What follows belongs to an exercise in optimizing a design on an open flow for small area, a short achievable clock period and few clock cycles per item; a production flow would make more cautious choices.
RTL that was checked went through simulation tests only; none was proved equivalent to the original.
No activity file was given, so power comes from the tool's default toggle rates.

==> job 4237: inputs <==
==> flow/design.v (excerpt) <==
module conv_top (
	input  logic        clk,
	input  logic        rst_n,
	input  logic        wb_cyc_i,
	input  logic        wb_stb_i,
	input  logic        wb_we_i,
	input  logic [5:0]  wb_adr_i,
	input  logic [31:0] wb_dat_i,
	output logic [31:0] wb_dat_o,
	output logic        wb_ack_o
);
	logic go, go2;
	logic done_q;
	logic req, wr, pix_w, wgt_w, bias_w, cmd_w, start_cmd, clear_cmd;
	logic max_wait;
	assign req = wb_cyc_i && wb_stb_i;
	assign wb_ack_o = req && !(max_wait && wb_adr_i == 6'd32);
	assign wr = req && wb_we_i && rst_n;
	assign max_wait = go || go2;
	assign pix_w = wr && wb_adr_i[5:4] == 2'b00;
	assign wgt_w = wr && wb_adr_i >= 6'd16 && wb_adr_i <= 6'd27;
	assign bias_w = wr && wb_adr_i == 6'd28;
	assign cmd_w = wr && wb_adr_i == 6'd29 && wb_dat_i[31:2] == 30'd0;
	assign start_cmd = cmd_w && wb_dat_i[1:0] == 2'd1;
	assign clear_cmd = cmd_w && wb_dat_i[1:0] == 2'd2;
	logic [15:0] sp0, sp1;
	logic [11:0] sw0, sw1;
	always_comb begin
		sp0 = '0;
		sp1 = '0;
		sw0 = '0;
		sw1 = '0;
		for (int ch = 0; ch < 4; ch++) begin
			for (int r = 0; r < 4; r++) begin
				if (wb_adr_i == 6'(ch * 4 + r)) begin
					sp0[ch * 4 + r] = 1'b1;
					if (r < 3) sw0[ch * 3 + r] = 1'b1;
					if (r > 0) sw1[ch * 3 + r - 1] = 1'b1;
				end
			end
			for (int kr = 0; kr < 3; kr++) begin
				if (wb_adr_i == 6'(16 + ch * 3 + kr)) begin
					sp0[ch * 4 + kr] = 1'b1;
					sp1[ch * 4 + kr + 1] = 1'b1;
					sw0[ch * 3 + kr] = 1'b1;
				end
			end
		end
	end
	logic [31:0] pix [16];
	logic [15:0] pix_v;
	logic [11:0] wgt [12];
	logic [11:0] wgt_v;
	logic signed [3:0] bias;
	always_ff @(posedge clk) begin
		for (int i = 0; i < 16; i++)
			if (wr && wb_adr_i == 6'(i)) pix[i] <= wb_dat_i;
		for (int i = 0; i < 12; i++)
			if (wr && wb_adr_i == 6'(16 + i)) wgt[i] <= wb_dat_i[11:0];
	end
	always_ff @(posedge clk) begin
		if (!rst_n) begin
			pix_v <= '0;
			wgt_v <= '0;
  ...
Settings: LEC_CHECK=0, CAP_MARGIN=20, CORE_MARGIN=2, CORE_UTILIZATION=65, SETUP_SLACK_MARGIN=5, SLEW_MARGIN=20; clock period 11.0 ns.
run.sh (not shown) runs the stock make flow with config.mk's settings and CLKGATE_MAP_FILE= SYNTH_SCRIPT=/design/flow/synth_recipe.tcl, a recipe that flattens the netlist after the stock synthesis.
==> job 8357 (differences from job 4237) <==
--- a/flow/design.v
+++ b/flow/design.v
@@ -482,23 +482,22 @@
 		x1_q <= pix_w ? prow0 : prow1;
 		y0_q <= pix_w ? wrow0 : wb_dat_i[11:0];
 		y1_q <= pix_w ? wrow1 : wrow0;
 	end
 	logic [8:0] a [2][4];
 	logic [4:0] b [2][3];
 	always_comb begin
 		for (int x = 0; x < 4; x++) begin
-			if (q_pix) begin
-				a[0][x] = {1'b0, x0_q[(3-x)*8 +: 8]} - {1'b0, x1_q[(3-x)*8 +: 8]};
-				a[1][x] = a[0][x];
-			end else begin
-				a[0][x] = {1'b0, x0_q[(3-x)*8 +: 8]};
-				a[1][x] = {1'b0, x1_q[(3-x)*8 +: 8]};
-			end
+			logic [7:0] m0, s1, m1;
+			m0 = q_pix ? x1_q[(3-x)*8 +: 8] : 8'd0;
+			s1 = q_pix ? x0_q[(3-x)*8 +: 8] : x1_q[(3-x)*8 +: 8];
+			m1 = q_pix ? x1_q[(3-x)*8 +: 8] : 8'd0;
+			a[0][x] = {1'b0, x0_q[(3-x)*8 +: 8]} - {1'b0, m0};
+			a[1][x] = {1'b0, s1} - {1'b0, m1};
 		end
 		for (int c = 0; c < 3; c++) begin
 			if (q_pix) begin
 				b[0][c] = {y0_q[(2-c)*4+3], y0_q[(2-c)*4 +: 4]};
 				b[1][c] = {y1_q[(2-c)*4+3], y1_q[(2-c)*4 +: 4]};
 			end else if (q_wgt) begin
 				b[0][c] = {y0_q[(2-c)*4+3], y0_q[(2-c)*4 +: 4]}
 					- {y1_q[(2-c)*4+3], y1_q[(2-c)*4 +: 4]};
@@ -512,30 +511,33 @@
 	logic [17:0] acc_s [4];
 	logic [17:0] acc_c [4];
 	logic [17:0] nxt_s [4];
 	logic [17:0] nxt_c [4];
 	for (genvar p = 0; p < 4; p++) begin : g_pos
 		kernel_mac u_mac (
 			.a0(a[p/2][p%2]), .a1(a[p/2][p%2 + 1]), .a2(a[p/2][p%2 + 2]),
 			.b0(b[p/2][0]), .b1(b[p/2][1]), .b2(b[p/2][2]),
-			.s_i(acc_s[p]), .c_i(acc_c[p]), .s_o(nxt_s[p]), .c_o(nxt_c[p])
+			.s_i(fb_s[p]), .c_i(fb_c[p]), .s_o(nxt_s[p]), .c_o(nxt_c[p])
 		);
 	end
+	logic rst_q;
+	logic [17:0] fb_s [4];
+	logic [17:0] fb_c [4];
+	always_ff @(posedge clk) rst_q <= !rst_n;
+	always_comb begin
+		for (int p = 0; p < 4; p++) begin
+			fb_s[p] = rst_q ? 18'd64 : acc_s[p];
+			fb_c[p] = rst_q ? 18'd0 : acc_c[p];
+		end
+	end
 	always_ff @(posedge clk) begin
-		if (!rst_n) begin
-			for (int p = 0; p < 4; p++) begin
-				acc_s[p] <= 18'd64;
-				acc_c[p] <= 18'd0;
-			end
-		end else begin
-			for (int p = 0; p < 4; p++) begin
-				acc_s[p] <= nxt_s[p];
-				acc_c[p] <= nxt_c[p];
-			end
+		for (int p = 0; p < 4; p++) begin
+			acc_s[p] <= nxt_s[p];
+			acc_c[p] <= nxt_c[p];
 		end
 	end
 	logic [6:0] feat [4];
 	logic [6:0] fmax;
 	always_ff @(posedge clk) begin
 		if (!rst_n) begin
 			go <= 1'b0;
 			done_q <= 1'b0;
- CTS_BUF_LIST: unset -> sky130_fd_sc_hd__clkbuf_8
- CTS_CLUSTER_DIAMETER: unset -> 50
- CTS_CLUSTER_SIZE: unset -> 22
==> job 9923 (differences from job 4237) <==
--- a/flow/design.v
+++ b/flow/design.v
@@ -382,24 +382,20 @@
 	input  logic        wb_cyc_i,
 	input  logic        wb_stb_i,
 	input  logic        wb_we_i,
 	input  logic [5:0]  wb_adr_i,
 	input  logic [31:0] wb_dat_i,
 	output logic [31:0] wb_dat_o,
 	output logic        wb_ack_o
 );
-	logic go, go2;
-	logic done_q;
 	logic req, wr, pix_w, wgt_w, bias_w, cmd_w, start_cmd, clear_cmd;
-	logic max_wait;
 	assign req = wb_cyc_i && wb_stb_i;
-	assign wb_ack_o = req && !(max_wait && wb_adr_i == 6'd32);
+	assign wb_ack_o = req;
 	assign wr = req && wb_we_i && rst_n;
-	assign max_wait = go || go2;
 	assign pix_w = wr && wb_adr_i[5:4] == 2'b00;
 	assign wgt_w = wr && wb_adr_i >= 6'd16 && wb_adr_i <= 6'd27;
 	assign bias_w = wr && wb_adr_i == 6'd28;
 	assign cmd_w = wr && wb_adr_i == 6'd29 && wb_dat_i[31:2] == 30'd0;
 	assign start_cmd = cmd_w && wb_dat_i[1:0] == 2'd1;
 	assign clear_cmd = cmd_w && wb_dat_i[1:0] == 2'd2;
 	logic [15:0] sp0, sp1;
 	logic [11:0] sw0, sw1;
@@ -427,162 +423,142 @@
 	end
 	logic [31:0] pix [16];
 	logic [15:0] pix_v;
 	logic [11:0] wgt [12];
 	logic [11:0] wgt_v;
 	logic signed [3:0] bias;
 	always_ff @(posedge clk) begin
 		for (int i = 0; i < 16; i++)
-			if (wr && wb_adr_i == 6'(i)) pix[i] <= wb_dat_i;
+			if (pix_w && sp0[i]) pix[i] <= wb_dat_i;
 		for (int i = 0; i < 12; i++)
-			if (wr && wb_adr_i == 6'(16 + i)) wgt[i] <= wb_dat_i[11:0];
+			if (wgt_w && sw0[i]) wgt[i] <= wb_dat_i[11:0];
 	end
 	always_ff @(posedge clk) begin
 		if (!rst_n) begin
 			pix_v <= '0;
 			wgt_v <= '0;
 			bias <= '0;
 		end else begin
 			for (int i = 0; i < 16; i++)
-				if (wr && wb_adr_i == 6'(i)) pix_v[i] <= 1'b1;
+				if (pix_w && sp0[i]) pix_v[i] <= 1'b1;
 			for (int i = 0; i < 12; i++)
-				if (wr && wb_adr_i == 6'(16 + i)) wgt_v[i] <= 1'b1;
+				if (wgt_w && sw0[i]) wgt_v[i] <= 1'b1;
 			if (bias_w) bias <= wb_dat_i[3:0];
 		end
 	end
 	logic [31:0] prow0, prow1;
 	logic [11:0] wrow0, wrow1;
-	logic        q_pix, q_wgt;
-	logic [31:0] x0_q, x1_q;
-	logic [11:0] y0_q, y1_q;
+	logic [8:0] a [2][4];
+	logic [4:0] b [2][3];
+	logic [8:0] a_q [2][4];
+	logic [4:0] b_q [2][3];
 	always_comb begin
 		prow0 = '0;
 		prow1 = '0;
 		wrow0 = '0;
 		wrow1 = '0;
 		for (int i = 0; i < 16; i++) begin
 			prow0 = prow0 | ({32{sp0[i] & pix_v[i]}} & pix[i]);
 			prow1 = prow1 | ({32{sp1[i] & pix_v[i]}} & pix[i]);
 		end
 		for (int i = 0; i < 12; i++) begin
 			wrow0 = wrow0 | ({12{sw0[i] & wgt_v[i]}} & wgt[i]);
 			wrow1 = wrow1 | ({12{sw1[i] & wgt_v[i]}} & wgt[i]);
 		end
-	end
-	always_ff @(posedge clk) begin
-		if (!rst_n) begin
-			q_pix <= 1'b0;
-			q_wgt <= 1'b0;
-		end else begin
-			q_pix <= pix_w;
-			q_wgt <= wgt_w;
-		end
-	end
-	always_ff @(posedge clk) begin
-		x0_q <= pix_w ? wb_dat_i : prow0;
-		x1_q <= pix_w ? prow0 : prow1;
-		y0_q <= pix_w ? wrow0 : wb_dat_i[11:0];
-		y1_q <= pix_w ? wrow1 : wrow0;
-	end
-	logic [8:0] a [2][4];
-	logic [4:0] b [2][3];
-	always_comb begin
 		for (int x = 0; x < 4; x++) begin
-			if (q_pix) begin
-				a[0][x] = {1'b0, x0_q[(3-x)*8 +: 8]} - {1'b0, x1_q[(3-x)*8 +: 8]};
+			if (pix_w) begin
+				a[0][x] = {1'b0, wb_dat_i[(3-x)*8 +: 8]} - {1'b0, prow0[(3-x)*8 +: 8]};
 				a[1][x] = a[0][x];
+			end else if (wgt_w) begin
+				a[0][x] = {1'b0, prow0[(3-x)*8 +: 8]};
+				a[1][x] = {1'b0, prow1[(3-x)*8 +: 8]};
 			end else begin
-				a[0][x] = {1'b0, x0_q[(3-x)*8 +: 8]};
-				a[1][x] = {1'b0, x1_q[(3-x)*8 +: 8]};
+				a[0][x] = '0;
+				a[1][x] = '0;
 			end
 		end
 		for (int c = 0; c < 3; c++) begin
-			if (q_pix) begin
-				b[0][c] = {y0_q[(2-c)*4+3], y0_q[(2-c)*4 +: 4]};
-				b[1][c] = {y1_q[(2-c)*4+3], y1_q[(2-c)*4 +: 4]};
-			end else if (q_wgt) begin
-				b[0][c] = {y0_q[(2-c)*4+3], y0_q[(2-c)*4 +: 4]}
-					- {y1_q[(2-c)*4+3], y1_q[(2-c)*4 +: 4]};
+			if (pix_w) begin
+				b[0][c] = {wrow0[(2-c)*4+3], wrow0[(2-c)*4 +: 4]};
+				b[1][c] = {wrow1[(2-c)*4+3], wrow1[(2-c)*4 +: 4]};
+			end else if (wgt_w) begin
+				b[0][c] = {wb_dat_i[(2-c)*4+3], wb_dat_i[(2-c)*4 +: 4]}
+					- {wrow0[(2-c)*4+3], wrow0[(2-c)*4 +: 4]};
 				b[1][c] = b[0][c];
 			end else begin
 				b[0][c] = '0;
 				b[1][c] = '0;
 			end
 		end
 	end
+	always_ff @(posedge clk) begin
+		for (int pr = 0; pr < 2; pr++) begin
+			for (int x = 0; x < 4; x++) a_q[pr][x] <= a[pr][x];
+			for (int c = 0; c < 3; c++) b_q[pr][c] <= b[pr][c];
+		end
+	end
 	logic [17:0] acc_s [4];
 	logic [17:0] acc_c [4];
 	logic [17:0] nxt_s [4];
 	logic [17:0] nxt_c [4];
 	for (genvar p = 0; p < 4; p++) begin : g_pos
 		kernel_mac u_mac (
-			.a0(a[p/2][p%2]), .a1(a[p/2][p%2 + 1]), .a2(a[p/2][p%2 + 2]),
-			.b0(b[p/2][0]), .b1(b[p/2][1]), .b2(b[p/2][2]),
+			.a0(a_q[p/2][p%2]), .a1(a_q[p/2][p%2 + 1]), .a2(a_q[p/2][p%2 + 2]),
+			.b0(b_q[p/2][0]), .b1(b_q[p/2][1]), .b2(b_q[p/2][2]),
 			.s_i(acc_s[p]), .c_i(acc_c[p]), .s_o(nxt_s[p]), .c_o(nxt_c[p])
 		);
 	end
 	always_ff @(posedge clk) begin
 		if (!rst_n) begin
 			for (int p = 0; p < 4; p++) begin
 				acc_s[p] <= 18'd64;
 				acc_c[p] <= 18'd0;
 			end
 		end else begin
 			for (int p = 0; p < 4; p++) begin
 				acc_s[p] <= nxt_s[p];
 				acc_c[p] <= nxt_c[p];
 			end
 		end
 	end
+	logic go;
+	logic done_q;
 	logic [6:0] feat [4];
 	logic [6:0] fmax;
 	always_ff @(posedge clk) begin
 		if (!rst_n) begin
 			go <= 1'b0;
 			done_q <= 1'b0;
 		end else begin
 			go <= start_cmd;
 			if (start_cmd) done_q <= 1'b1;
 			else if (clear_cmd) done_q <= 1'b0;
 		end
 	end
-	logic [6:0] fc [4];
-	logic [6:0] fm;
-	always_comb begin
-		logic ge [4][4];
-		for (int p = 0; p < 4; p++) begin
-			logic [17:0] sum;
-			logic [10:0] f;
-			sum = acc_s[p] + acc_c[p] + {{7{bias[3]}}, bias, 7'd0};
-			f = sum[17:7];
-			fc[p] = f[10] ? 7'd0 : (f[9:7] != 3'd0 ? 7'd127 : f[6:0]);
-		end
-		for (int i = 0; i < 4; i++)
-			for (int j = 0; j < 4; j++)
-				ge[i][j] = feat[i] >= feat[j];
-		if (ge[0][1] && ge[0][2] && ge[0][3]) fm = feat[0];
-		else if (ge[1][2] && ge[1][3]) fm = feat[1];
-		else if (ge[2][3]) fm = feat[2];
-		else fm = feat[3];
-	end
 	always_ff @(posedge clk) begin
 		if (!rst_n) begin
 			for (int p = 0; p < 4; p++) feat[p] <= '0;
-			fmax <= '0;
-			go2 <= 1'b0;
-		end else begin
-			if (go) begin
-				for (int p = 0; p < 4; p++) feat[p] <= fc[p];
+		end else if (go) begin
+			for (int p = 0; p < 4; p++) begin
+				logic [17:0] sum;
+				logic signed [11:0] f;
+				sum = acc_s[p] + acc_c[p];
+				f = 12'($signed(sum[17:7])) + 12'(bias);
+				feat[p] <= f[11] ? 7'd0 : (f >= 12'sd127 ? 7'd127 : f[6:0]);
 			end
-			if (go2) fmax <= fm;
-			go2 <= go;
 		end
 	end
 	always_comb begin
+		logic [6:0] m01, m23;
+		m01 = feat[0] > feat[1] ? feat[0] : feat[1];
+		m23 = feat[2] > feat[3] ? feat[2] : feat[3];
+		fmax = m01 > m23 ? m01 : m23;
+	end
+	always_comb begin
 		case (wb_adr_i)
 			6'd30: wb_dat_o = {30'd0, done_q, 1'b0};
 			6'd31: wb_dat_o = {1'b0, feat[0], 1'b0, feat[1], 1'b0, feat[2], 1'b0, feat[3]};
 			6'd32: wb_dat_o = {25'd0, fmax};
 			default: wb_dat_o = '0;
 		endcase
 	end
 endmodule
==> summary of the runs <==
The highest synthesized cell count belongs to job 9923, the lowest to job 4237. Against job 8357, the total power of job 4237 is larger by 5.4%. Clock power: job 9923 is higher than job 8357 (34%). Die area, lowest first: job 9923, job 4237, job 8357. Of job 8357 and job 9923, job 9923 has the higher via count (gap 1.7%, measured against job 9923). The highest global-route usage belongs to job 9923, the lowest to job 4237.
==> figures <==
Relative contribution of the clock network to total power: job 8357 0.283; job 4237 0.357; job 9923 0.351
Global-route wire length before repair: job 8357 284 mm; job 4237 274 mm; job 9923 294 mm
Routed wirelength normalized by instance count: job 8357 28.9 um; job 4237 28.3 um; job 9923 30.3 um
Worst r2r path cells: job 8357 19; job 4237 20; job 9923 19
Max-slew headroom at the worst pin: job 8357 0.203; job 4237 0.165; job 9923 0.144
CTS buffer count: job 8357 98; job 4237 100; job 9923 100
Sequential cell count of the final layout: job 8357 961; job 4237 960; job 9923 960
Status: job 8357 no timing/DRC/antenna violations; job 4237 no timing/DRC/antenna violations; job 9923 no timing/DRC/antenna violations
GR Util met2: job 8357 0.644; job 4237 0.634; job 9923 0.625
Most common cell after layout, fill and taps aside: job 8357 sky130_fd_sc_hd__edfxtp_1; job 4237 sky130_fd_sc_hd__inv_1; job 9923 sky130_fd_sc_hd__edfxtp_1
Worst IR Drop VDD: job 8357 160 uV; job 4237 167 uV; job 9923 197 uV
Kind of end point of the critical path: job 8357 primary output; job 4237 primary output; job 9923 register
Final area over synthesized area: job 8357 1.097x; job 4237 1.106x; job 9923 1.118x
Testbench counts of job 4237, summed over its fixed seeds: cycles 11,761, jobs 512.
Function not checked in job 8357 and job 9923: the RTL went through the layout flow alone.

port drivers added, routing unchanged:
How much do the figures lean on ideal ports? The routed layouts below were timed once more, with nothing changed but the port constraints. Step 1 (the two cells are an assumption about what drives the block):
set clk [get_ports {clk}]
set_driving_cell -lib_cell sky130_fd_sc_hd__clkbuf_16 $clk
set_driving_cell -lib_cell sky130_fd_sc_hd__buf_2 [delete_from_list [all_inputs] $clk]
Step 2 adds t to the input delays and takes it off the output delays; t is the mean of the earliest and latest rising clock arrival at the registers after step 1. Input paths then give back, and output paths get back, about the clock's delay inside the block. Three values: no drivers, after step 1, after step 2; two values: the first two.
run	shift t [ns]	slack for setup (ns)	hold slack, ns	worst slew at a driven data input, ns	pins driven straight from the clock port
job 4237	0.782	5.012 / 4.937 / 4.937	0.452 / 0.452 / 0.452	0.16	1
job 8357	0.851	5.033 / 4.957 / 4.865	0.454 / 0.454 / 0.454	0.10	1
job 9923	0.769	4.755 / 4.724 / 4.019	0.468 / 0.468 / 0.468	0.12	1
After both steps every run listed still meets setup and hold. The setup slack of job 9923, which loses most, moves by -0.031 ns with the drivers and by -0.736 ns with both steps.
